From an optimization exercise on the open Yosys and OpenROAD flow, aimed at small area, a short achievable clock period and few clock cycles per item; shortcuts taken in it are not production practice.
The RTL was checked by simulation tests, not by an equivalence proof against the original design.
Power figures rest on the tool's default switching activity, not on a simulated workload.

## flow/design.v (module list and top-level ports; edited modules follow where they fit)
// module gil_front: 107 lines
// module gil_sqtree: 1286 lines
// module gil_bk32: 122 lines
// module gil_divider: 56 lines
// module gil_back: 395 lines
// module gillespie_reaction_step_core: 157 lines
module gillespie_reaction_step_core #(
   parameter int COUNT_WIDTH = 16
) (
   input  logic         clock,
   input  logic         reset,
   input  logic         req_tvalid,
   output logic         req_tready,
   input  logic [63:0]  req_tdata,
   output logic         rsp_tvalid,
   input  logic         rsp_tready,
   output logic [151:0] rsp_tdata,
   input  logic         csr_valid,
   output logic         csr_ready,
   input  logic [3:0]   csr_index,
   input  logic [31:0]  csr_data
);
  // ...
==> flow/flow/run.sh <==
#!/bin/bash
export SETUP_SLACK_MARGIN=7.5
bash standard.sh > standard.log 2>&1
==> flow/standard.sh <==
#!/bin/bash
# synth_recipe.tcl (not shown) runs the flow's synth.tcl, then flattens the netlist and writes it again
# the make line also repeats each setting of config.mk as NAME=value (left out here)
make -C /OpenROAD-flow-scripts/flow DESIGN_CONFIG=/design/flow/config.mk WORK_HOME=/design/flow/orfs CLKGATE_MAP_FILE= SYNTH_SCRIPT=/design/flow/synth_recipe.tcl "${@:-finish}"
==> flow/config.mk <==
export PLATFORM = sky130hd
export DESIGN_NAME = gillespie_reaction_step_core
export DESIGN_NICKNAME = gillespie_reaction_step_core
export VERILOG_FILES = /design/flow/design.v
export SDC_FILE = /design/flow/constraint.sdc
export NUM_CORES = 4
export LEC_CHECK = 0
export CAP_MARGIN = 20
export CORE_MARGIN = 2
export CORE_UTILIZATION = 50
export SLEW_MARGIN = 20
==> flow/constraint.sdc <==
create_clock -name core_clock -period 12.0 [get_ports {clock}]
set_input_delay 2.4000 -clock core_clock [delete_from_list [all_inputs] [get_ports {clock}]]
set_output_delay 2.4000 -clock core_clock [all_outputs]
set_load 0.01 [all_outputs]
==> run summary, run 1 <==
top_reg_cell synth: dfxtp_1
outcome: no timing/DRC/antenna violations
clock root buffer: clkbuf_16
Data buffer area share: 4.104%
Synth cell types: 98
clock latency on the worst-skew pair: 830 ps
DR vias: 77010
Worst EP required: 12530 ps
Sw Ratio: 39.99%
fraction of area in multi-input gates: 55.54%
cells after synthesis: 10010
First DRT Iteration DRCs: 8288
HP Start: u_back.q1[21]
Non-CTS inverters: 640
multiplexer area fraction after synthesis: 3.018%
setup slack at placement: 6204 ps
Cell Count, Final, Fillers Out: 12500
power share of the clock group: 27.2%
Post-CTS Hold Fix Bufs: 0
GR peak layer: met2
Most common cell on crit path: buf_4
Fin Setup TNS: 0 ps
CP max FO: 16
Final setup viols: 0
ant diodes: 11
Final clock-cell share: 5.058%
Reg power frac: 35.0%
Comb power: 6.60 mW
post-synthesis sequential area ratio: 33.62%
Final Critical Period: 4691 ps
Largest Register: o_time
TAP cells: 2355
Synth area leader: dfxtp_1
met1 Usage GRT: 45.07%
CTS Sinks: 1298
Slew @ Worst Pin: 1273 ps
Crit path buffers/inverters: 4
Testbench counts, summed over its fixed seeds: cycles 44,664, items 1,280.
==> inputs of run 2 (changes only) <==
==> flow/flow/run.sh (replaced) <==
#!/bin/bash
export SETUP_SLACK_MARGIN=7.8
bash standard.sh > standard.log 2>&1
--- a/flow/config.mk
+++ b/flow/config.mk
@@ -7,5 +7,5 @@
 export LEC_CHECK = 0
 export CAP_MARGIN = 20
 export CORE_MARGIN = 2
-export CORE_UTILIZATION = 50
+export CORE_UTILIZATION = 40
 export SLEW_MARGIN = 20
==> run 2 against run 1 <==
Clock skew shrank 17 ps. Combinational power grew 9.1%. Setup slack lost 170 ps. Core utilization shrank 9.4 points. Final area grew 4.0%. Critical path type unchanged. Power grew 5.8%. Largest power group unchanged. Critical endpoint is now u_back.acc[44]. Sequential share of layout area shrank 0.98 points.
==> run summary, run 2 <==
biggest regs: o_time (64), u_front.cs_s (59), u_front.cs_c (58) (unchanged)
Avg WL per Cell: 24.13 microns (was 24.89 microns)
clock buffer count from CTS: 151 (was 150)
count leader, synth: nand2_1 (unchanged)
Post-layout nets: 11230 (was 11080)
top cells by count, synth: nand2_1 (1282), dfxtp_1 (893), a21oi_1 (735), inv_1 (637), nor2_1 (566) (unchanged)
Final ANT Viol Nets: 0 (unchanged)
clock root buffer: clkbuf_16 (unchanged)
Fin Clk Skew: 36.30 ps (was 53.20 ps)
initial antenna violation count: 12 (unchanged)
mapped cell area: 0.08935 sq mm (unchanged)
# rows: 173 (was 155)
commonest non-fill, non-tap cell in the layout: nand2_1 (unchanged)
setup slack at placement: 6366 ps (was 6204 ps)
total of max-cap violations: 0 (unchanged)
Fin Setup TNS: 0 ps (unchanged)
DRC: 0 (unchanged)
DR vias: 78270 (was 77010)
Synth top area share: 20.01% (unchanged)
Reg clk slew, reported paths: 60 ps (about the same)
H-tree depth: 4 (unchanged)
first drt pass iteration count: 12 (unchanged)
Critical R2R Launch: u_back.ys_hkp (unchanged)
Synth area leader: dfxtp_1 (unchanged)
CTS tree: done (unchanged)
Final Power: 18.44 mW (was 17.43 mW)
XOR/XNOR Fraction of Synth Area: 5.401% (unchanged)
cells after synthesis: 10010 (unchanged)
vias per inst: 5.902 (was 6.160)
Detail Placement HPWL: 223.2 mm (was 223.6 mm)
crit share post-route: 40.48% (was 39.09%)
Layout area overhead: 16.94% (was 12.47%)
gr ovfl total: 0 (unchanged)
leakage: 44.61 nW (was 42.67 nW)
routed wire length: 320.0 mm (was 311.2 mm)
multiplexer area fraction after synthesis: 3.018% (unchanged)
Final Hold Viols: 0 (unchanged)
VDD IR max: 0.1317 mV (was 0.1610 mV)
Worst Hold Class: flop to flop (unchanged)
Largest Register: o_time (unchanged)
outcome: no timing/DRC/antenna violations (unchanged)
most frequent cells in the layout: nand2_1 (1267), dfxtp_1 (802), a21oi_1 (708) (was nand2_1 (1276), dfxtp_1 (860), a21oi_1 (725))
asr flop ratio synth: 0% (unchanged)
Synth cell types: 98 (unchanged)
placeable core area: 0.2221 sq mm (was 0.1780 sq mm)
achievable clock frequency: 205.9 MHz (was 213.2 MHz)
top cells by area, synth: dfxtp_1 (20%), edfxtp_1 (14%), fa_1 (9.8%) (unchanged)
adder-cell share of the synthesized area: 17.30% (unchanged)
main combinational cell family by area after synthesis: compound AO/OA/AOI/OAI gates (unchanged)
CP Launch Point: u_back.ys_hkp (unchanged)
top_reg_cell synth: dfxtp_1 (unchanged)
Slew @ Worst Pin: 1105 ps (was 1273 ps)
CP max FO: 6 (was 16)
Die W: 476.6 microns (was 426.7 microns)
Clock Path Buffers: 3 (unchanged)
number of flops mapped to enable cells by yosys: 405 (unchanged)
first-pass GRT wire length: 474.5 mm (was 461.0 mm)
pin count of the biggest net entering global routing: 113 (was 89)
Worst EP required: 12510 ps (was 12530 ps)
# placed instances: 12740 (was 12120)
Core Util, Final: 47.05% (was 56.45%)
crit path capture type: flop (unchanged)
reg2reg end: u_back.acc[44] (was u_back.a0[49])
Max transition margin: 26.13% (was 14.36%)
Mapped Avg Cell Area: 8.927 sq um (unchanged)
starting density of the core: 40.23% (was 50.19%)
pwr dens: 176.5 mW/mm^2 (was 173.5 mW/mm^2)
Final Critical Period: 4857 ps (was 4691 ps)
vias in the first global route: 75860 (was 73300)
layout cells sized above 1: 11.33% (was 7.755%)
Arr. time, crit path: 5370 ps (was 5220 ps)
Syn. warnings: 4 (unchanged)
Hold WS: 312.7 ps (was 310.1 ps)
Setup CP Type: flop to flop (unchanged)
GP Congestion: 1.011 (was 0.9874)
Yosys reg bits: 1298 (unchanged)
Placed Area: 0.09410 sq mm (was 0.09327 sq mm)
die area: 0.2272 sq mm (was 0.1821 sq mm)
CP Launch Type: flop (unchanged)
Max Slew Vio Count: 0 (unchanged)
RSZ-0062 raised after global routing: true (unchanged)
final instance area: 0.1045 sq mm (was 0.1005 sq mm)
port bufs: 223 (unchanged)
Die Height: 476.6 microns (was 426.7 microns)
final setup margin: 7143 ps (was 7309 ps)
IO Pins: 260 (unchanged)
First DRT Iteration DRCs: 8578 (was 8288)
max reg flops: 64 (unchanged)
GRT Total Usage: 26.89% (was 33.12%)
simple-gate share of the synthesized area: 16.57% (unchanged)
Synth Area in Compound Gates: 18.62% (unchanged)
CTS Sinks: 1298 (unchanged)
Register-to-Register Path Depth: 20 (was 18)
R2R Setup Slk: 7140 ps (was 7310 ps)
CP endpoint: u_back.acc[44] (was u_back.a0[49])
post-synthesis sequential area ratio: 33.62% (unchanged)
Final setup viols: 0 (unchanged)
clock latency on the worst-skew pair: 840 ps (was 830 ps)
Post-CTS Hold Fix Bufs: 0 (unchanged)
Cell Count, Final, Fillers Out: 13260 (was 12500)
## run 2: cell counts after synthesis
No cell type changed its count.
## run 2: worst min path at each step
stage                               end  depth (start not counted)  slack [ps]     startpoint
after CTS                 u_back.q0[23]                          0         310  u_back.q1[23]
after global routing      u_back.q1[32]                          0         320  u_back.q2[32]
after detailed placement  u_back.q0[33]                          0         310  u_back.q1[33]
after global placement     u_back.q2[4]                          0         310   u_back.q3[4]
final                     u_back.q0[23]                          0         310  u_back.q1[23]
after floorplan            u_back.q0[0]                          0         310   u_back.q1[0]
## run 2: per-layer routing
metal / wire length, microns / GRT usage (%) / part of all wire [%] / up-vias
li1: - / - / - / 35480
met1: 133600 / 36.39 / 42 / 38340
met2: 143300 / 42.85 / 45 / 3635
met3: 28420 / 4.499 / 8.9 / 800
met4: 14570 / 10.37 / 4.6 / 10
met5: 79 / 0 / 0.025 / -
## run 2: worst max-delay path, cell delays in order (launching register included)
cell and delay, ps:
dfxtp_4 360, buf_12 140, a222oi_1 490, nand2_1 170, o21ai_1 180, inv_1 80
fa_2 380, a21o_4 240, a2111oi_4 330, buf_4 190, o41ai_4 110, nand4_1 210
a21oi_2 100, nor3_2 270, o21bai_2 140, a2111oi_4 390, o31ai_4 110, buf_6 160
a31oi_4 180, xor2_2 190, o22ai_1 100
## run 2: logic make-up after synthesis
| kind of cell | count (synthesis) |
|---|---|
| xor+xnor | 551 |
| compound gates | 2533 |
| other cells | 2 |
| mux | 260 |
| flops | 1298 |
| buf+inv | 1254 |
| fa+ha+maj | 972 |
| simple gates | 3139 |
## run 2: what timing repair did
| item | 4_1_cts | 5_1_grt |
|---|---|---|
| resized for setup | 481 | 275 |
| endpoints found under the setup margin | 473 | 301 |
| pin swaps | 136 | 175 |
| setup buffers | 109 | 98 |
| gates cloned | 15 | 11 |
## run 2: power breakdown
part | switching, mW | total, mW | internal [mW]
Combinational | 4.35 | 7.20 | 2.85
Sequential | 0.906 | 6.16 | 5.25
Clock | 2.11 | 5.08 | 2.98
Total | 7.36 | 18.4 | 11.1
## run 2: layout make-up
cell class,count,area [sq um]
diodes,5,12.51
well taps,2975,3722
fillers,21140,117600
repair buffers,557,5520
clock buffers,200,4272
multi-input cells,7502,57010
flip-flops and latches,1298,30260
inverters,640,2415
clock inverters,84,1277
==> module gil_back, before the edit <==
module gil_back (
   input  logic        clock,
   input  logic        reset,
   input  logic        rc_go,
   input  logic [31:0] cfg_ind,
   input  logic [31:0] cfg_hkp,
   input  logic [31:0] cfg_dec,
   input  logic [31:0] cfg_mx,
   input  logic [31:0] cfg_half,
   input  logic        in_valid,
   output logic        in_ready,
   input  logic [31:0] in_frac,
   input  logic [5:0]  in_k,
   input  logic [31:0] in_pick,
   output logic        h_valid,
   input  logic        h_ready,
   output logic [37:0] h_ln,
   output logic [50:0] h_a0,
   output logic [3:0]  h_fired,
   output logic        h_satc,
   output logic [15:0] c_hk,
   output logic [15:0] c_hka,
   output logic [15:0] c_out,
   output logic        kd_start,
   output logic [50:0] kd_rem0,
   output logic [53:0] kd_d0,
   output logic [50:0] kd_dvs,
   input  logic        div_busy,
   input  logic [53:0] div_q
);
   localparam logic [4:0] S_WAIT = 5'd0,  S_MUL = 5'd1,  S_MULF = 5'd2,
                          S_C0 = 5'd3,    S_C1 = 5'd4,   S_C2 = 5'd5,
                          S_C3 = 5'd6,    S_C4 = 5'd7,   S_HOLD = 5'd8,
                          S_U1 = 5'd9,    S_U2 = 5'd10,  S_U3 = 5'd11,
                          S_U4 = 5'd12,   S_A0 = 5'd13,  S_A1 = 5'd14,
                          S_A2 = 5'd15,   S_A3 = 5'd16,  S_A4 = 5'd17,
                          R_KI = 5'd18,   R_LP1 = 5'd19, R_LP6 = 5'd20,
                          R_LP7 = 5'd21,  R_WK = 5'd22,  R_LP2 = 5'd23,
                          R_KID = 5'd24,  S_CW = 5'd25,  R_WR = 5'd26;
   localparam logic [2:0] M_ITEM = 3'd0, M_KI = 3'd1, M_P1 = 3'd2, M_P6 = 3'd3,
                          M_P7 = 3'd4, M_P2 = 3'd5;
   localparam logic [31:0] LN2 = gil_pkg::LN2_Q32;
   logic [4:0]  st, st_n;
   logic [2:0]  mode, mode_n;
   logic [3:0]  mcnt, mcnt_n;
   logic [53:0] acc, acc_n;
   logic [50:0] a0, a0_n;
   logic [31:0] pk, pk_n;
   logic        yprev, yprev_n;
   logic [3:0]  fired, fired_n;
   logic [47:0] q0, q1, q2, q3, qin;
   logic [1:0]  ph, ph_n;
   logic [31:0] kap, kap_n;
   logic        kap_nz, kap_nz_n;
   logic [15:0] hk, hk_n, hka, hka_n, outc, outc_n;
   logic        uhk_en, uhk_neg, uhka_en, uhka_neg, uout_en, uout_neg;
   logic        uhk_en_n, uhk_neg_n, uhka_en_n, uhka_neg_n, uout_en_n, uout_neg_n;
   logic        m_busy, ln_done;
   logic [37:0] lv, la;
   logic [4:0]  lcnt;
   logic        xs_acc, xs_nacc, ys_a0, ys_2a0, ys_q, ys_hkp, ys_dec, ys_kap, yneg;
   logic        xs_acc_n, xs_nacc_n, ys_a0_n, ys_2a0_n, ys_q_n, ys_hkp_n, ys_dec_n,
                ys_kap_n, yneg_n;
   logic        u_on, u_kap, u_neg, u_on_n, u_kap_n, u_neg_n, in_rdy;
   logic [53:0] xv, yv, sum;
   logic [47:0] urate, usum;
   logic [32:0] den;
   logic        den_nz, accept, hand, ln2bit, lkz, neg_acc;
   logic [38:0] lsum;
   logic [2:0]  bd;
   logic [1:0]  widx;
   gil_bk32 u_dadd (.a(cfg_ind), .b(cfg_half), .ci(1'b0), .y(den[31:0]), .co(den[32]));
   assign den_nz  = (cfg_ind != 32'd0) || (cfg_half != 32'd0);
   assign neg_acc = acc[53];
   always_comb begin
      xv = ({54{xs_acc}} & acc) | ({54{xs_nacc}} & ~acc);
      yv = ({54{ys_a0}}  & {3'b0, a0}) |
           ({54{ys_2a0}} & {2'b0, a0, 1'b0}) |
           ({54{ys_q}}   & {6'b0, q0}) |
           ({54{ys_hkp}} & {22'b0, cfg_hkp}) |
           ({54{ys_dec}} & {22'b0, cfg_dec}) |
           ({54{ys_kap}} & {22'b0, kap});
   end
   assign sum = xv + (yneg ? ~yv : yv) + {53'b0, yneg};
   assign urate = {16'b0, u_kap ? kap : cfg_dec};
   assign usum  = q0 + (urate ^ {48{u_neg}}) + {47'b0, u_neg};
   assign lsum   = {1'b0, la} + {1'b0, lv & {38{ln2bit}}} + {38'b0, ln2bit && !lkz};
   assign in_ready = in_rdy && !rc_go;
   assign accept   = in_valid && in_ready;
   assign h_valid  = m_busy && ln_done && (st == S_HOLD);
   assign hand     = h_valid && h_ready;
   assign h_ln     = la;
   assign h_a0     = a0;
   assign h_fired  = fired;
   assign h_satc   = ((fired == 4'd0) && (hk == 16'hFFFF)) ||
                     ((fired == 4'd2) && (hka == 16'hFFFF)) ||
                     ((fired == 4'd5) && (outc == 16'hFFFF));
   assign c_hk     = hk;
   assign c_hka    = hka;
   assign c_out    = outc;
   assign kd_start = (st == R_KID) && kap_nz;
   assign kd_rem0  = {19'b0, acc[31:0]};
   assign kd_d0    = {pk, 22'b0};
   assign kd_dvs   = {18'b0, den};
   always_ff @(posedge clock) begin
      if (reset) begin
         m_busy  <= 1'b0;
         ln_done <= 1'b0;
      end else if (accept) begin
         m_busy  <= 1'b1;
         ln_done <= 1'b0;
      end else begin
         if (hand) m_busy <= 1'b0;
         if (m_busy && !ln_done && lcnt == 5'd31) ln_done <= 1'b1;
      end
      if (accept) begin
         lkz    <= (in_k == 6'd0);
         lv     <= (in_k == 6'd0) ? 38'd0 : {in_k - 6'd1, ~in_frac};
         la     <= '0;
         lcnt   <= 5'd3;
         ln2bit <= LN2[3];
      end else if (m_busy && !ln_done) begin
         la     <= lsum[38:1];
         lcnt   <= lcnt + 5'd1;
         ln2bit <= LN2[lcnt + 5'd1];
      end
   end
   always_comb begin
      unique case (mode)
         M_P1:    widx = 2'd0;
         M_P2:    widx = 2'd1;
         M_P6:    widx = 2'd2;
         default: widx = 2'd3;
      endcase
   end
   always_comb begin
      st_n     = st;
      mode_n   = mode;
      mcnt_n   = mcnt;
      acc_n    = acc;
      a0_n     = a0;
      pk_n     = pk;
      yprev_n  = yprev;
      fired_n  = fired;
      qin      = q0;
      kap_n    = kap;
      kap_nz_n = kap_nz;
      hk_n     = hk;
      hka_n    = hka;
      outc_n   = outc;
      uhk_en_n   = uhk_en;
      uhk_neg_n  = uhk_neg;
      uhka_en_n  = uhka_en;
      uhka_neg_n = uhka_neg;
      uout_en_n  = uout_en;
      uout_neg_n = uout_neg;
      ph_n     = ph + 2'd1;
      if (accept) pk_n = in_pick;
      unique case (st)
         S_WAIT: begin
            if (m_busy) begin
               if (a0 == '0) begin
                  fired_n = 4'd8;
                  st_n    = S_HOLD;
               end else begin
                  acc_n   = '0;
                  yprev_n = 1'b0;
                  mcnt_n  = 4'd0;
                  mode_n  = M_ITEM;
                  st_n    = S_MUL;
               end
            end
         end
         S_MUL: begin
            acc_n   = {sum[53], sum[53], sum[53:2]};
            pk_n    = {sum[1:0], pk[31:2]};
            yprev_n = pk[1];
            mcnt_n  = mcnt + 4'd1;
            if (mcnt == 4'd15 || (mode != M_ITEM && mode != M_KI && mcnt == 4'd7))
               st_n = S_MULF;
         end
         S_MULF: begin
            acc_n = sum;
            unique case (mode)
               M_ITEM: st_n = (ph_n == 2'd3) ? S_C0 : S_CW;
               M_KI: begin
                  kap_nz_n = den_nz;
                  if (!den_nz) kap_n = '0;
                  st_n = R_KID;
               end
               default: st_n = R_WR;
            endcase
         end
         S_CW: if (ph_n == 2'd3) st_n = S_C0;
         S_C0: begin acc_n = sum; st_n = S_C1; end
         S_C1: begin
            if (!neg_acc) begin fired_n = 4'd0; st_n = S_HOLD; end
            else begin acc_n = sum; st_n = S_C2; end
         end
         S_C2: begin
            if (!neg_acc) begin fired_n = 4'd1; st_n = S_HOLD; end
            else begin acc_n = sum; st_n = S_C3; end
         end
         S_C3: begin
            if (!neg_acc) begin fired_n = 4'd2; st_n = S_HOLD; end
            else begin acc_n = sum; st_n = S_C4; end
         end
         S_C4: begin
            fired_n = neg_acc ? 4'd7 : 4'd6;
            st_n    = S_HOLD;
         end
         S_HOLD: begin
            if (hand) begin
               acc_n = sum;
               if (fired == 4'd8) begin
                  st_n = S_WAIT;
               end else begin
                  st_n = S_U1;
                  uhk_en_n   = ((fired == 4'd0) && (hk != 16'hFFFF)) ||
                               ((fired == 4'd1 || fired == 4'd2) && (hk != 16'd0));
                  uhk_neg_n  = (fired != 4'd0);
                  uhka_en_n  = ((fired == 4'd2) && (hka != 16'hFFFF)) ||
                               ((fired == 4'd3 || fired == 4'd4 || fired == 4'd7) && (hka != 16'd0));
                  uhka_neg_n = (fired != 4'd2);
                  uout_en_n  = ((fired == 4'd5) && (outc != 16'hFFFF)) ||
                               ((fired == 4'd6) && (outc != 16'd0));
                  uout_neg_n = (fired != 4'd5);
                  if (fired == 4'd0) begin
                     if (hk != 16'hFFFF) hk_n = hk + 16'd1;
                  end else if (fired == 4'd1 || fired == 4'd2) begin
                     if (hk != 16'd0) hk_n = hk - 16'd1;
                  end
                  if (fired == 4'd2) begin
                     if (hka != 16'hFFFF) hka_n = hka + 16'd1;
                  end else if (fired == 4'd3 || fired == 4'd4 || fired == 4'd7) begin
                     if (hka != 16'd0) hka_n = hka - 16'd1;
                  end
                  if (fired == 4'd5) begin
                     if (outc != 16'hFFFF) outc_n = outc + 16'd1;
                  end else if (fired == 4'd6) begin
                     if (outc != 16'd0) outc_n = outc - 16'd1;
                  end
               end
            end
         end
         S_U1: begin acc_n = sum; if (u_on) qin = usum; st_n = S_U2; end
         S_U2: begin acc_n = sum; if (u_on) qin = usum; st_n = S_U3; end
         S_U3: begin acc_n = sum; if (u_on) qin = usum; st_n = S_U4; end
         S_U4: begin a0_n = sum[50:0]; if (u_on) qin = usum; st_n = S_WAIT; end
         S_A0: begin acc_n = sum; st_n = S_A1; end
         S_A1: begin acc_n = sum; st_n = S_A2; end
         S_A2: begin acc_n = sum; st_n = S_A3; end
         S_A3: begin acc_n = sum; st_n = S_A4; end
         S_A4: begin a0_n = sum[50:0]; st_n = S_WAIT; end
         R_KI: begin
            a0_n = {19'b0, cfg_mx}; pk_n = cfg_ind; acc_n = '0; yprev_n = 1'b0;
            mcnt_n = 4'd0; mode_n = M_KI; st_n = S_MUL;
         end
         R_KID: st_n = R_LP1;
         R_LP1: begin
            a0_n = {19'b0, cfg_dec}; pk_n = {16'b0, hk}; acc_n = '0; yprev_n = 1'b0;
            mcnt_n = 4'd0; mode_n = M_P1; st_n = S_MUL;
         end
         R_LP6: begin
            a0_n = {19'b0, cfg_dec}; pk_n = {16'b0, outc}; acc_n = '0; yprev_n = 1'b0;
            mcnt_n = 4'd0; mode_n = M_P6; st_n = S_MUL;
         end
         R_LP7: begin
            a0_n = {19'b0, cfg_dec}; pk_n = {16'b0, hka}; acc_n = '0; yprev_n = 1'b0;
            mcnt_n = 4'd0; mode_n = M_P7; st_n = S_MUL;
         end
         R_WR: begin
            if (ph == widx) begin
               qin = {acc[31:0], pk[31:16]};
               unique case (mode)
                  M_P1:    st_n = R_LP6;
                  M_P6:    st_n = R_LP7;
                  M_P7:    st_n = R_WK;
                  default: st_n = S_A0;
               endcase
            end
         end
         R_WK: begin
            if (!div_busy) begin
               if (kap_nz) kap_n = div_q[31:0];
               st_n = R_LP2;
            end
         end
         R_LP2: begin
            a0_n = {19'b0, kap}; pk_n = {16'b0, hk}; acc_n = '0; yprev_n = 1'b0;
            mcnt_n = 4'd0; mode_n = M_P2; st_n = S_MUL;
         end
         default: st_n = S_WAIT;
      endcase
      if (reset || rc_go) st_n = R_KI;
      if (reset) begin
         hk_n   = '0;
         hka_n  = '0;
         outc_n = '0;
         ph_n   = 2'd0;
      end
   end
   always_comb begin
      xs_acc_n  = 1'b0;
      xs_nacc_n = 1'b0;
      ys_a0_n   = 1'b0;
      ys_2a0_n  = 1'b0;
      ys_q_n    = 1'b0;
      ys_hkp_n  = 1'b0;
      ys_dec_n  = 1'b0;
      ys_kap_n  = 1'b0;
      yneg_n    = 1'b0;
      u_on_n    = 1'b0;
      u_kap_n   = 1'b0;
      u_neg_n   = 1'b0;
      bd        = {pk_n[1], pk_n[0], yprev_n};
      unique case (ph_n)
         2'd0:    begin u_on_n = uhk_en_n;  u_neg_n = uhk_neg_n; end
         2'd1:    begin u_on_n = uhk_en_n;  u_neg_n = uhk_neg_n; u_kap_n = 1'b1; end
         2'd2:    begin u_on_n = uout_en_n; u_neg_n = uout_neg_n; end
         default: begin u_on_n = uhka_en_n; u_neg_n = uhka_neg_n; end
      endcase
      unique case (st_n)
         S_MUL: begin
            xs_acc_n = 1'b1;
            unique case (bd)
               3'b001, 3'b010: ys_a0_n = 1'b1;
               3'b011:         ys_2a0_n = 1'b1;
               3'b100:         begin ys_2a0_n = 1'b1; yneg_n = 1'b1; end
               3'b101, 3'b110: begin ys_a0_n = 1'b1;  yneg_n = 1'b1; end
               default: begin
               end
            endcase
         end
         S_MULF: begin xs_acc_n = 1'b1; ys_a0_n = yprev_n; end
         S_CW:   xs_acc_n = 1'b1;
         S_C0:   begin xs_nacc_n = 1'b1; ys_hkp_n = 1'b1; end
         S_C1, S_C2, S_C3, S_A1, S_A2, S_A3, S_A4: begin
            xs_acc_n = 1'b1; ys_q_n = 1'b1;
         end
         S_HOLD: ys_a0_n = 1'b1;
         S_U1, S_U2, S_U3, S_U4: begin
            xs_acc_n = 1'b1;
            ys_dec_n = u_on_n && !u_kap_n;
            ys_kap_n = u_on_n && u_kap_n;
            yneg_n   = u_on_n && u_neg_n;
         end
         S_A0:   ys_hkp_n = 1'b1;
         default: begin
         end
      endcase
      if (!(st_n == S_U1 || st_n == S_U2 || st_n == S_U3 || st_n == S_U4)) u_on_n = 1'b0;
   end
   always_ff @(posedge clock) begin
      in_rdy   <= !reset && !(accept || (m_busy && !hand)) &&
                  (st_n == S_WAIT || st_n == S_U1 || st_n == S_U2 || st_n == S_U3 ||
                   st_n == S_U4);
      st       <= st_n;
      mode     <= mode_n;
      mcnt     <= mcnt_n;
      acc      <= acc_n;
      a0       <= a0_n;
      pk       <= pk_n;
      yprev    <= yprev_n;
      fired    <= fired_n;
      kap      <= kap_n;
      kap_nz   <= kap_nz_n;
      hk       <= hk_n;
      hka      <= hka_n;
      outc     <= outc_n;
      uhk_en   <= uhk_en_n;
      uhk_neg  <= uhk_neg_n;
      uhka_en  <= uhka_en_n;
      uhka_neg <= uhka_neg_n;
      uout_en  <= uout_en_n;
      uout_neg <= uout_neg_n;
      ph       <= ph_n;
      q0       <= q1;
      q1       <= q2;
      q2       <= q3;
      q3       <= qin;
      xs_acc   <= xs_acc_n;
      xs_nacc  <= xs_nacc_n;
      ys_a0    <= ys_a0_n;
      ys_2a0   <= ys_2a0_n;
      ys_q     <= ys_q_n;
      ys_hkp   <= ys_hkp_n;
      ys_dec   <= ys_dec_n;
      ys_kap   <= ys_kap_n;
      yneg     <= yneg_n;
      u_on     <= u_on_n;
      u_kap    <= u_kap_n;
      u_neg    <= u_neg_n;
   end
endmodule
==> inputs of run 3 (changes only) <==
--- a/flow/design.v
+++ b/flow/design.v
@@ -1810,25 +1810,17 @@
                   uout_en_n  = ((fired == 4'd5) && (outc != 16'hFFFF)) ||
                                ((fired == 4'd6) && (outc != 16'd0));
                   uout_neg_n = (fired != 4'd5);
-                  if (fired == 4'd0) begin
-                     if (hk != 16'hFFFF) hk_n = hk + 16'd1;
-                  end else if (fired == 4'd1 || fired == 4'd2) begin
-                     if (hk != 16'd0) hk_n = hk - 16'd1;
-                  end
-                  if (fired == 4'd2) begin
-                     if (hka != 16'hFFFF) hka_n = hka + 16'd1;
-                  end else if (fired == 4'd3 || fired == 4'd4 || fired == 4'd7) begin
-                     if (hka != 16'd0) hka_n = hka - 16'd1;
-                  end
-                  if (fired == 4'd5) begin
-                     if (outc != 16'hFFFF) outc_n = outc + 16'd1;
-                  end else if (fired == 4'd6) begin
-                     if (outc != 16'd0) outc_n = outc - 16'd1;
-                  end
                end
             end
          end
-         S_U1: begin acc_n = sum; if (u_on) qin = usum; st_n = S_U2; end
+         S_U1: begin
+            acc_n = sum;
+            if (u_on) qin = usum;
+            if (uhk_en)  hk_n   = uhk_neg  ? hk - 16'd1   : hk + 16'd1;
+            if (uhka_en) hka_n  = uhka_neg ? hka - 16'd1  : hka + 16'd1;
+            if (uout_en) outc_n = uout_neg ? outc - 16'd1 : outc + 16'd1;
+            st_n = S_U2;
+         end
          S_U2: begin acc_n = sum; if (u_on) qin = usum; st_n = S_U3; end
          S_U3: begin acc_n = sum; if (u_on) qin = usum; st_n = S_U4; end
          S_U4: begin a0_n = sum[50:0]; if (u_on) qin = usum; st_n = S_WAIT; end
==> flow/flow/run.sh (replaced) <==
#!/bin/bash
export SETUP_SLACK_MARGIN=7.5
bash standard.sh > standard.log 2>&1
==> run 3 against run 2 <==
Still clean. Sequential power up 12%. Global-route usage grew 0.46 points. Sequential cell count stayed put. Final area is 2.1% lower. Critical endpoint is now u_back.acc[45].
==> run summary, run 3 <==
outcome: no timing/DRC/antenna violations (unchanged)
Final ANT Viol Nets: 0 (unchanged)
top cells by area, synth: dfxtp_1 (20%), edfxtp_1 (13%), fa_1 (9.7%) (was dfxtp_1 (20%), edfxtp_1 (14%), fa_1 (9.8%))
critical path's slowest cell: o41ai_4 (was a222oi_1)
Final setup viols: 0 (unchanged)
Arr. time, crit path: 5020 ps (was 5370 ps)
final instance area: 0.1023 sq mm (was 0.1045 sq mm)
placeable core area: 0.2247 sq mm (was 0.2221 sq mm)
first-pass GRT wire length: 484.5 mm (was 474.5 mm)
pin count of the biggest net entering global routing: 93 (was 113)
Slew @ Worst Pin: 1145 ps (was 1105 ps)
Fin Clk Skew: 68.56 ps (was 36.30 ps)
pwr dens: 266.8 mW/mm^2 (was 176.5 mW/mm^2)
Crit path buffers/inverters: 5 (was 4)
Die Height: 479.3 microns (was 476.6 microns)
top cells by count, synth: nand2_1 (1389), dfxtp_1 (893), a21oi_1 (745), inv_1 (638), ha_1 (533) (was nand2_1 (1282), dfxtp_1 (893), a21oi_1 (735), inv_1 (637), nor2_1 (566))
Synth top area share: 19.78% (was 20.01%)
crit share post-route: 37.32% (was 40.48%)
Layout area overhead: 13.18% (was 16.94%)
initial antenna violation count: 13 (was 12)
Worst EP required: 12540 ps (was 12510 ps)
layout cells sized above 1: 7.866% (was 11.33%)
Worst Hold Class: flop to flop (unchanged)
CTS tree: done (unchanged)
Detail Placement HPWL: 236.1 mm (was 223.2 mm)
Post-layout nets: 11210 (was 11230)
Fin Setup TNS: 0 ps (unchanged)
gr ovfl total: 0 (unchanged)
CP Launch Type: flop (unchanged)
leakage: 43.13 nW (was 44.61 nW)
Avg WL per Cell: 24.71 microns (was 24.13 microns)
Crit path largest cell delay: 380 ps (was 490 ps)
Clock Path Buffers: 3 (unchanged)
achievable clock frequency: 223.3 MHz (was 205.9 MHz)
most frequent cells in the layout: nand2_1 (1384), dfxtp_1 (853), a21oi_1 (731) (was nand2_1 (1267), dfxtp_1 (802), a21oi_1 (708))
# rows: 174 (was 173)
Top delay family on crit path: compound AO/OA/AOI/OAI gates (unchanged)
total of max-cap violations: 0 (unchanged)
clock latency on the worst-skew pair: 870 ps (was 840 ps)
GRT Total Usage: 27.35% (was 26.89%)
Largest Register: o_time (unchanged)
Max Slew Vio Count: 0 (unchanged)
Setup CP Type: flop to flop (unchanged)
Final Hold Viols: 0 (unchanged)
crit path capture type: flop (unchanged)
Die W: 479.3 microns (was 476.6 microns)
port bufs: 223 (unchanged)
Max transition margin: 23.41% (was 26.13%)
Synth area leader: dfxtp_1 (unchanged)
First DRT Iteration DRCs: 8900 (was 8578)
die area: 0.2298 sq mm (was 0.2272 sq mm)
M1 wire length: 140.2 mm (was 133.6 mm)
biggest regs: o_time (64), u_front.cs_s (59), u_front.cs_c (58) (unchanged)
Mapped Avg Cell Area: 8.896 sq um (was 8.927 sq um)
vias per inst: 5.942 (was 5.902)
first drt pass iteration count: 14 (was 12)
Synth cell types: 111 (was 98)
max reg flops: 64 (unchanged)
met3 wire len: 30.13 mm (was 28.42 mm)
post-synthesis sequential area ratio: 33.24% (was 33.62%)
vias in the first global route: 76080 (was 75860)
asr flop ratio synth: 0% (unchanged)
mapped cell area: 0.09038 sq mm (was 0.08935 sq mm)
CTS Sinks: 1298 (unchanged)
cells after synthesis: 10160 (was 10010)
Syn. warnings: 4 (unchanged)
count leader, synth: nand2_1 (unchanged)
clock buffer count from CTS: 152 (was 151)
RSZ-0062 raised after global routing: true (unchanged)
IO Pins: 260 (unchanged)
routed wl met2: 144.4 mm (was 143.3 mm)
top_reg_cell synth: dfxtp_1 (unchanged)
Post-CTS Hold Fix Bufs: 0 (unchanged)
Top Layer Used: met5 (unchanged)
CP max FO: 24 (was 6)
Yosys reg bits: 1298 (unchanged)
Final Critical Period: 4478 ps (was 4857 ps)
commonest non-fill, non-tap cell in the layout: nand2_1 (unchanged)
starting density of the core: 40.23% (about the same)
H-tree depth: 4 (unchanged)
GP Congestion: 0.9780 (was 1.011)
routed wire length: 327.7 mm (was 320.0 mm)
worst-path cell chain: buf_12, buf_4, clkbuf_16, a22oi_1, nand3_1, xnor2_1, ha_1, a21oi_1, o211ai_1, nand4b_1, a31oi_1, nand3_1, o211ai_1, buf_4, o41ai_4, o21ai_1, a31oi_1, xor2_1, buf_4, o22ai_1 (was buf_12, a222oi_1, nand2_1, o21ai_1, inv_1, fa_2, a21o_4, a2111oi_4, buf_4, o41ai_4, nand4_1, a21oi_2, nor3_2, o21bai_2, a2111oi_4, o31ai_4, buf_6, a31oi_4, xor2_2, o22ai_1)
number of flops mapped to enable cells by yosys: 405 (unchanged)
DRC: 0 (unchanged)
Placed Area: 0.09500 sq mm (was 0.09410 sq mm)
DR vias: 78790 (was 78270)
VDD IR max: 0.2264 mV (was 0.1317 mV)
Most common cell on crit path: buf_4 (was a2111oi_4)
clock root buffer: clkbuf_16 (unchanged)
Reg clk slew, reported paths: 60 ps (about the same)
==> run 3: cell count changes after synthesis, moves of 27 or more <==
cell	before	now
o21ai_0	414	451
xnor2_1	312	350
nor2_1	566	482
a311oi_2	0	31
buf_2	26	53
a211oi_1	132	70
xor2_1	239	185
nand3_1	196	227
mux2i_1	185	157
nand2_1	1282	1389
==> run 3: logic make-up after synthesis <==
group | share of synthesized area (%)
fa+ha+maj | 17.10
xor+xnor | 5.185
mux | 2.599
simple gates | 17.33
other cells | 0.008310
flops | 33.24
buf+inv | 5.576
compound gates | 18.97
==> run 3: metrics by stage <==
stage	util (%)	total power [mW]	setup WS, ps	hold WS [ps]	instances
after floorplan	-	17.48	7678	309.6	10190
final	45.53	27.29	7522	318.1	13260
after CTS	44.92	27.19	7453	307.1	13190
after global routing	45.52	30.00	7400	315.8	13260
after detailed placement	42.29	22.01	6646	312.0	12890
after global placement	42.28	21.67	6796	309.9	12890
==> run 3: report_power, final <==
group | total (mW) | internal, mW | switching (mW)
registers | 6.87 | 5.68 | 1.18
logic | 15.5 | 6.22 | 9.25
clock network | 4.95 | 2.89 | 2.07
==> run 3: final timing paths <==
| kind | start | end | slack [ps] | cells after the start |
|---|---|---|---|---|
| worst max-delay path | u_back.ys_q | u_back.acc[45] | 7520 | 20 |
| worst min-delay path | u_back.q1[19] | u_back.q0[19] | 320 | 0 |
| worst max register to register | u_back.ys_q | u_back.acc[45] | 7520 | 20 |
| worst min register to register | u_back.q1[19] | u_back.q0[19] | 320 | 0 |
==> run 3: area by class of cell <==
cell class | count | area (sq um)
fillers | 21620 | 122400
multi-input cells | 7626 | 56470
flip-flops and latches | 1298 | 30100
clock buffers | 210 | 4399
repair buffers | 413 | 4134
well taps | 2992 | 3744
inverters | 643 | 2425
clock inverters | 69 | 989.7
diodes | 9 | 22.52
==> run 3: timing repair <==
| item | CTS | global route |
|---|---|---|
| gates resized for setup | 89 | 140 |
| endpoints found under the setup margin | 162 | 197 |
| pin swaps | 13 | 42 |
| gates cloned | 1 | 16 |
| setup buffers | 17 | 49 |
==> run 3: metal layers <==
metal	track usage (%)	up-vias
li1	-	35760
met1	37.91	38660
met2	42.38	3704
met3	5.310	663
met4	9.603	2
met5	0	-
Testbench counts of run 3, summed over its fixed seeds: cycles 44,664, items 1,280.
==> inputs of run 4 (changes only) <==
--- a/flow/config.mk
+++ b/flow/config.mk
@@ -5,6 +5,7 @@
 export SDC_FILE = /design/flow/constraint.sdc
 export NUM_CORES = 4
 export LEC_CHECK = 0
+export ABC_AREA = 1
 export CAP_MARGIN = 20
 export CORE_MARGIN = 2
 export CORE_UTILIZATION = 40
==> run 4 against run 3 <==
Synthesized cell count rose by 42%. Clock skew rose by 26 ps. Count of clock-buffer cells in the layout grew 12. Highest routed layer unchanged. Largest power group unchanged. Power up 14%. Global-route usage grew 5.5 points.
==> run summary, run 4 <==
routed wire length: 430.4 mm (was 327.7 mm)
WHS Endpoint: u_back.q2[35] (was u_back.q0[19])
cells after synthesis: 14430 (was 10160)
top_reg_cell synth: dfxtp_1 (unchanged)
Final ANT Viol Nets: 0 (unchanged)
CP Launch Type: flop (unchanged)
power share of the clock group: 15.8% (was 18.2%)
Net Sw Power: 15.90 mW (was 12.50 mW)
number of flops mapped to enable cells by yosys: 405 (unchanged)
DR vias: 98720 (was 78790)
HP Start: u_back.q3[35] (was u_back.q1[19])
met3 Track Usage GR: 5.781% (was 5.310%)
filler cell count: 26430 (was 21620)
GR peak layer: met2 (unchanged)
first-pass GRT wire length: 627.1 mm (was 484.5 mm)
Reg area: 0.03005 sq mm (was 0.03010 sq mm)
Critical R2R Launch: u_back.ys_kap (was u_back.ys_q)
Reg power frac: 22.0% (was 25.2%)
pin count of the biggest net entering global routing: 74 (was 93)
Layout area overhead: 10.77% (was 13.18%)
outcome: no timing/DRC/antenna violations (unchanged)
Crit path largest cell delay: 630 ps (was 380 ps)
final instance area: 0.1113 sq mm (was 0.1023 sq mm)
Arr. time, crit path: 2060 ps (was 5020 ps)
H-tree depth: 4 (unchanged)
Core Util, Final: 44.43% (was 45.53%)
Die W: 505.2 microns (was 479.3 microns)
Setup CP Type: flop to output pin (was flop to flop)
Synth area leader: dfxtp_1 (unchanged)
total of max-cap violations: 0 (unchanged)
Worst Hold Class: flop to flop (unchanged)
clock buffer count from CTS: 154 (was 152)
Largest Register: o_time (unchanged)
reg2reg end: u_back.a0[23] (was u_back.acc[45])
clock latency on the worst-skew pair: 870 ps (about the same)
CP max FO: 4 (was 24)
Max transition margin: 17.45% (was 23.41%)
IO Pins: 260 (unchanged)
Synth cell types: 65 (was 111)
R2R Setup Slk: 7590 ps (was 7520 ps)
Die Height: 505.2 microns (was 479.3 microns)
most frequent cells in the layout: nand2_1 (3408), inv_1 (2371), nor2_1 (1501) (was nand2_1 (1384), dfxtp_1 (853), a21oi_1 (731))
Post-layout nets: 15520 (was 11210)
clock root buffer: clkbuf_16 (unchanged)
GRT Total Usage: 32.81% (was 27.35%)
met1 Usage GRT: 43.56% (was 37.91%)
layout cells sized above 1: 3.642% (was 7.866%)
area of the multi-input gates: 0.05950 sq mm (was 0.05647 sq mm)
Top delay family on crit path: buffers and inverters (was compound AO/OA/AOI/OAI gates)
DRC: 0 (unchanged)
CTS Sinks: 1298 (unchanged)
Placed Area: 0.1058 sq mm (was 0.09500 sq mm)
top cells by count, synth: nand2_1 (3413), inv_1 (2376), nor2_1 (1515), o21ai_0 (1156), a21oi_1 (897) (was nand2_1 (1389), dfxtp_1 (893), a21oi_1 (745), inv_1 (638), ha_1 (533))
top cells by area, synth: dfxtp_1 (18%), nand2_1 (13%), edfxtp_1 (12%) (was dfxtp_1 (20%), edfxtp_1 (13%), fa_1 (9.7%))
Yosys reg bits: 1298 (unchanged)
Final Hold Viols: 0 (unchanged)
gr ovfl total: 0 (unchanged)
biggest regs: o_time (64), u_front.cs_s (59), u_front.cs_c (58) (unchanged)
Clock Path Buffers: 3 (unchanged)
# rows: 184 (was 174)
vias per inst: 5.501 (was 5.942)
asr flop ratio synth: 0% (unchanged)
RSZ-0062 raised after global routing: true (unchanged)
Fin Setup TNS: 0 ps (unchanged)
Register-to-Register Path Depth: 17 (was 20)
Slew @ Worst Pin: 1225 ps (was 1145 ps)
leakage: 53.02 nW (was 43.13 nW)
Final Critical Period: 4459 ps (was 4478 ps)
post-synthesis sequential area ratio: 29.90% (was 33.24%)
crit share post-route: 37.16% (was 37.32%)
Synth top area share: 17.79% (was 19.78%)
Crit path buffers/inverters: 1 (was 5)
Sw Ratio: 51.24% (was 45.81%)
Final setup viols: 0 (unchanged)
GP Congestion: 1.027 (was 0.9780)
pwr dens: 278.9 mW/mm^2 (was 266.8 mW/mm^2)
max reg flops: 64 (unchanged)
VDD IR max: 0.4920 mV (was 0.2264 mV)
Max Slew Vio Count: 0 (unchanged)
worst-path cell chain: clkdlybuf4s50_1 (was buf_12, buf_4, clkbuf_16, a22oi_1, nand3_1, xnor2_1, ha_1, a21oi_1, o211ai_1, nand4b_1, a31oi_1, nand3_1, o211ai_1, buf_4, o41ai_4, o21ai_1, a31oi_1, xor2_1, buf_4, o22ai_1)
Fin Clk Skew: 94.85 ps (was 68.56 ps)
crit path capture type: output pin (was flop)
critical path's slowest cell: clkdlybuf4s50_1 (was o41ai_4)
first drt pass iteration count: 9 (was 14)
Avg WL per Cell: 23.98 microns (was 24.71 microns)
count leader, synth: nand2_1 (unchanged)
combinational share of power: 62.2% (was 56.7%)
Worst EP required: 9600 ps (was 12540 ps)
initial antenna violation count: 27 (was 13)
Detail Placement HPWL: 337.8 mm (was 236.1 mm)
vias in the first global route: 93930 (was 76080)
Mapped Avg Cell Area: 6.963 sq um (was 8.896 sq um)
Hold Path Stages: 0 (unchanged)
die area: 0.2552 sq mm (was 0.2298 sq mm)
Syn. warnings: 4 (unchanged)
placeable core area: 0.2505 sq mm (was 0.2247 sq mm)
Pint: 15.13 mW (was 14.79 mW)
First DRT Iteration DRCs: 10650 (was 8900)
achievable clock frequency: 224.3 MHz (was 223.3 MHz)
Reg clk slew, reported paths: 60 ps (about the same)
mapped cell area: 0.1005 sq mm (was 0.09038 sq mm)
starting density of the core: 40.11% (was 40.23%)
commonest non-fill, non-tap cell in the layout: nand2_1 (unchanged)
CTS tree: done (unchanged)
port bufs: 223 (unchanged)
grt met2 use: 50.48% (was 42.38%)
-- run 4: power by group through the flow --
stage / clock network [mW] / logic [mW] / registers, mW
after floorplan: 0 / 12.8 / 6.35
after global placement: 0 / 18.9 / 6.86
after detailed placement: 0 / 19.0 / 6.87
after CTS: 4.96 / 19.3 / 6.78
after global routing: 5.11 / 22.0 / 6.87
final: 4.89 / 19.3 / 6.83
-- run 4: repair_timing --
action                     4_1_cts  5_1_grt
pin swaps                        1        0
setup buffers                    2        1
hold buffers                     0        0
gates resized for setup         11       25
setup endpoints to repair       25      186
gates cloned                     2        0
-- run 4: cell families after synthesis --
family,synth area share [%]
AO/OA/AOI/OAI,15.47
XOR/XNOR,3.042
adder cells (fa/ha/maj),15.38
buffers and inverters,11.23
flip-flops,29.90
multiplexers,0.01992
other,0.007474
AND/OR/NAND/NOR,24.95
-- run 4: layout make-up --
type                            instances  share of cell area, %
Antenna cell                           18                0.04047
Clock buffer                          222                  3.984
Clock inverter                         67                 0.7532
Inverter                             2416                  8.165
Multi-Input combinational cell      10240                  53.46
Sequential cell                      1298                  27.00
Tap cell                             3348                  3.764
Timing Repair Buffer                  338                  2.835
Timing Repair inverter                  1               0.004497
-- run 4: worst max path at each step --
stage / startpoint / endpoint / slack [ps] / cells after the start
2_1_floorplan: u_front.r_st[0] / req_tready / 7580 / 3
3_3_place_gp: csr_valid / cfg_mx[25] / 7130 / 9
3_5_place_dp: csr_valid / cfg_mx[3] / 7090 / 9
4_1_cts: u_front.r_st[0] / req_tready / 7410 / 5
5_1_grt: u_back.ys_q / u_back.acc[28] / 7490 / 16
6_report: u_back.hka[8] / rsp_tdata[92] / 7540 / 1
-- run 4: through the flow --
stage | cells | worst slack (ps) | hold WS, ps | power [mW]
3_3_place_gp | 17630 | 7131 | 309.6 | 25.77
4_1_cts | 17930 | 7407 | 295.3 | 31.00
6_report | 17950 | 7541 | 291.0 | 31.04
2_1_floorplan | 14470 | 7580 | 309.6 | 19.13
3_5_place_dp | 17630 | 7085 | 312.1 | 25.87
5_1_grt | 17930 | 7490 | 302.0 | 33.97
-- run 4: routing by layer --
| layer | vias to the layer above | wire length [microns] |
|---|---|---|
| met4 | 14 | 27070 |
| met1 | 46710 | 181400 |
| met5 | - | 104 |
| li1 | 46560 | - |
| met3 | 1004 | 35440 |
| met2 | 4432 | 186300 |
==> inputs of run 5 (changes only) <==
--- a/flow/config.mk
+++ b/flow/config.mk
@@ -5,8 +5,8 @@
 export SDC_FILE = /design/flow/constraint.sdc
 export NUM_CORES = 4
 export LEC_CHECK = 0
-export ABC_AREA = 1
 export CAP_MARGIN = 20
 export CORE_MARGIN = 2
 export CORE_UTILIZATION = 40
 export SLEW_MARGIN = 20
+export TNS_END_PERCENT = 30
==> run 5 against run 4 <==
Register-to-register slack worse by 150 ps. Die area down 10%. Power down 12%. Still clean on timing, DRC and antenna. Fmax down 2.1%. Largest cell class unchanged. Area after synthesis down 10%. Cell count down 26%. Sequential cell count unchanged. Critical path depth up 10. Routed wire length down 24%. Sequential power up 0.6%. Sequential share of layout area up 2.5 points.
==> run summary, run 5 <==
Final Hold Viols: 0 (unchanged)
starting density of the core: 40.23% (was 40.11%)
commonest non-fill, non-tap cell in the layout: nand2_1 (unchanged)
GRT Total Usage: 27.35% (was 32.81%)
Synth top area share: 19.78% (was 17.79%)
layout cells sized above 1: 7.533% (was 3.642%)
Final ANT Viol Nets: 0 (unchanged)
Fin Setup TNS: 0 ps (unchanged)
crit path capture type: flop (was output pin)
Largest Register: o_time (unchanged)
pin count of the biggest net entering global routing: 93 (was 74)
Layout area overhead: 12.97% (was 10.77%)
cells after synthesis: 10160 (was 14430)
top cells by area, synth: dfxtp_1 (20%), edfxtp_1 (13%), fa_1 (9.7%) (was dfxtp_1 (18%), nand2_1 (13%), edfxtp_1 (12%))
Max transition margin: 21.01% (was 17.45%)
pwr dens: 267.2 mW/mm^2 (was 278.9 mW/mm^2)
vias in the first global route: 76070 (was 93930)
Sw Ratio: 45.82% (was 51.24%)
routed wire length: 327.0 mm (was 430.4 mm)
DR vias: 78860 (was 98720)
leakage: 43.06 nW (was 53.02 nW)
power share of the clock group: 18.2% (was 15.8%)
Die W: 479.3 microns (was 505.2 microns)
# placed instances: 12890 (was 17630)
clock buffer count from CTS: 152 (was 154)
Worst Hold Class: flop to flop (unchanged)
Setup CP Type: flop to flop (was flop to output pin)
First DRT Iteration DRCs: 8601 (was 10650)
worst-path cell chain: buf_4, nand2_1, fa_1, inv_1, fa_1, fa_1, inv_1, fa_1, fa_1, inv_1, fa_1 (was clkdlybuf4s50_1)
initial antenna violation count: 12 (was 27)
filler cell count: 21610 (was 26430)
Final setup viols: 0 (unchanged)
max reg flops: 64 (unchanged)
Die Height: 479.3 microns (was 505.2 microns)
number of flops mapped to enable cells by yosys: 405 (unchanged)
Net Sw Power: 12.50 mW (was 15.90 mW)
VDD IR max: 0.2256 mV (was 0.4920 mV)
first-pass GRT wire length: 484.4 mm (was 627.1 mm)
Yosys reg bits: 1298 (unchanged)
RSZ-0062 raised after global routing: true (unchanged)
CTS tree: done (unchanged)
most frequent cells in the layout: nand2_1 (1385), dfxtp_1 (868), a21oi_1 (731) (was nand2_1 (3408), inv_1 (2371), nor2_1 (1501))
Reg clk slew, reported paths: 60 ps (about the same)
Worst EP required: 12690 ps (was 9600 ps)
top cells by count, synth: nand2_1 (1389), dfxtp_1 (893), a21oi_1 (745), inv_1 (638), ha_1 (533) (was nand2_1 (3413), inv_1 (2376), nor2_1 (1515), o21ai_0 (1156), a21oi_1 (897))
Syn. warnings: 4 (unchanged)
GP Congestion: 0.9780 (was 1.027)
Cell Count, Final, Fillers Out: 13250 (was 17950)
Synth cell types: 111 (was 65)
clock root buffer: clkbuf_16 (unchanged)
met1 Usage GRT: 37.94% (was 43.56%)
H-tree depth: 4 (unchanged)
Max Slew Vio Count: 0 (unchanged)
Arr. time, crit path: 5240 ps (was 2060 ps)
port bufs: 223 (unchanged)
grt met2 use: 42.37% (was 50.48%)
biggest regs: o_time (64), u_front.cs_s (59), u_front.cs_c (58) (unchanged)
gr ovfl total: 0 (unchanged)
post-synthesis sequential area ratio: 33.24% (was 29.90%)
Most common cell on crit path: fa_1
mapped cell area: 0.09038 sq mm (was 0.1005 sq mm)
DRC: 0 (unchanged)
asr flop ratio synth: 0% (unchanged)
total of max-cap violations: 0 (unchanged)
IO Pins: 260 (unchanged)
outcome: no timing/DRC/antenna violations (unchanged)
top_reg_cell synth: dfxtp_1 (unchanged)
combinational share of power: 56.7% (was 62.2%)
met3 Track Usage GR: 5.265% (was 5.781%)
first drt pass iteration count: 15 (was 9)
placeable core area: 0.2247 sq mm (was 0.2505 sq mm)
count leader, synth: nand2_1 (unchanged)
Post-layout nets: 11200 (was 15520)
Synth area leader: dfxtp_1 (unchanged)
Pint: 14.78 mW (was 15.13 mW)
Clock Path Buffers: 3 (unchanged)
critical path's slowest cell: dfxtp_1 (was clkdlybuf4s50_1)
achievable clock frequency: 219.5 MHz (was 224.3 MHz)
Reg power frac: 25.2% (was 22.0%)
CTS Sinks: 1298 (unchanged)
Avg WL per Cell: 24.68 microns (was 23.98 microns)
die area: 0.2298 sq mm (was 0.2552 sq mm)
Mapped Avg Cell Area: 8.896 sq um (was 6.963 sq um)
# rows: 174 (was 184)
Slew @ Worst Pin: 1182 ps (was 1225 ps)
Final Power: 27.28 mW (was 31.04 mW)
Crit path largest cell delay: 780 ps (was 630 ps)
CP max FO: 19 (was 4)
CP Launch Type: flop (unchanged)
vias per inst: 5.952 (was 5.501)
Fin Clk Skew: 65.79 ps (was 94.85 ps)
Final Critical Period: 4556 ps (was 4459 ps)
Detail Placement HPWL: 236.1 mm (was 337.8 mm)
GR peak layer: met2 (unchanged)
clock latency on the worst-skew pair: 860 ps (was 870 ps)
crit share post-route: 37.97% (was 37.16%)
[run 5: cells by family (layout without fill, tap and decap cells)]
logic type               Yosys count  after routing  share of synthesized area, %
flip-flops                      1298           1298                         33.24
XOR/XNOR                         535            535                         5.185
buffers and inverters           1271           1325                         5.576
multiplexers                     226            226                         2.599
other                              2             45                      0.008310
adder cells (fa/ha/maj)          972            972                         17.10
AND/OR/NAND/NOR                 3286           3287                         17.33
AO/OA/AOI/OAI                   2569           2569                         18.97
[run 5: stage by stage]
stage / instance area, sq um / hold WS [ps] / utilization, % / setup WS [ps]
5_1_grt: 102100 / 315.8 / 45.44 / 7303
6_report: 102100 / 313.9 / 45.44 / 7444
4_1_cts: 100900 / 307.1 / 44.90 / 7310
3_3_place_gp: 94980 / 309.9 / 42.28 / 6796
2_1_floorplan: 90510 / 309.6 / - / 7678
3_5_place_dp: 95000 / 312.0 / 42.29 / 6646
[run 5: cell type report]
class                           count  area [sq um]  area share (%)
Antenna cell                        9         22.52         0.02206
Clock buffer                      210          4399           4.309
Clock inverter                     69         989.7          0.9694
Inverter                          643          2421           2.371
Multi-Input combinational cell   7625         56370           55.21
Sequential cell                  1298         30080           29.46
Tap cell                         2992          3744           3.667
Timing Repair Buffer              403          4071           3.988
[run 5: path summary, 6_finish.rpt]
kind	from	to	slack [ps]	cells past startpoint
worst max-delay path	u_front.ma[2]	u_front.cs_c[34]	7440	11
worst min-delay path	u_back.q3[22]	u_back.q2[22]	310	0
worst max register to register	u_front.ma[2]	u_front.cs_c[34]	7440	11
worst min register to register	u_back.q3[22]	u_back.q2[22]	310	0
[run 5: critical path: cells and delay by family (launching register included)]
kind / cells / cell delay, ps
adder cells (fa/ha/maj): 6 / 2930
flip-flops: 1 / 780
buffers and inverters: 4 / 550
AND/OR/NAND/NOR: 1 / 130
[run 5: power by group through the flow]
stage	clock (mW)	combinational [mW]	sequential [mW]
2_1_floorplan	0	11.4	6.10
3_3_place_gp	0	14.8	6.91
3_5_place_dp	0	15.1	6.92
4_1_cts	5.02	15.3	6.83
5_1_grt	5.19	17.9	6.91
6_report	4.95	15.5	6.87
[run 5: routing by layer]
layer | up-vias | share of wire [%]
li1 | 35740 | -
met1 | 38740 | 43
met2 | 3708 | 44
met3 | 669 | 9.2
met4 | 2 | 3.8
met5 | - | 0.0061
[run 5: what timing repair did]
action,4_1_cts,5_1_grt
setup buffers,16,40
hold buffers,0,0
endpoints found under the setup margin,162,229
cloned,1,15
pin swaps,12,39
resized for setup,69,127

## re-timing with driven ports
In the flow no input, the clock included, has a driving cell. The finished layouts below were timed again as built, in two steps.
Step 1: set_driving_cell puts a clkbuf_16 on clock and a buf_2 on each other input, an assumption about the parent block.
Step 2 times the ports against the registers' clock, not the clock port: input delays grow and output delays shrink by t, the midpoint of the rising clock arrivals with the driver on.
Slacks: ideal ports / drivers / drivers and shift; pairs: ideal ports / drivers.
run	t, ns	slack for setup (ns)	hold WS [ns]	worst register clock-pin slew, ns
run 1	0.889	7.309 / 7.309 / 6.885	0.310 / 0.310 / 0.310	0.07 / 0.07
run 2	0.911	7.143 / 7.143 / 7.008	0.313 / 0.313 / 0.313	0.07 / 0.07
run 3	0.921	7.522 / 7.432 / 6.795	0.318 / 0.318 / 0.318	0.07 / 0.07
run 4	0.934	7.541 / 7.433 / 7.016	0.291 / 0.291 / 0.291	0.07 / 0.07
run 5	0.918	7.444 / 7.358 / 6.727	0.314 / 0.314 / 0.314	0.07 / 0.07
After both steps setup and hold are still met in every run listed. The setup slack of run 3, which loses most, moves by -0.090 ns with the drivers and by -0.727 ns with both steps.
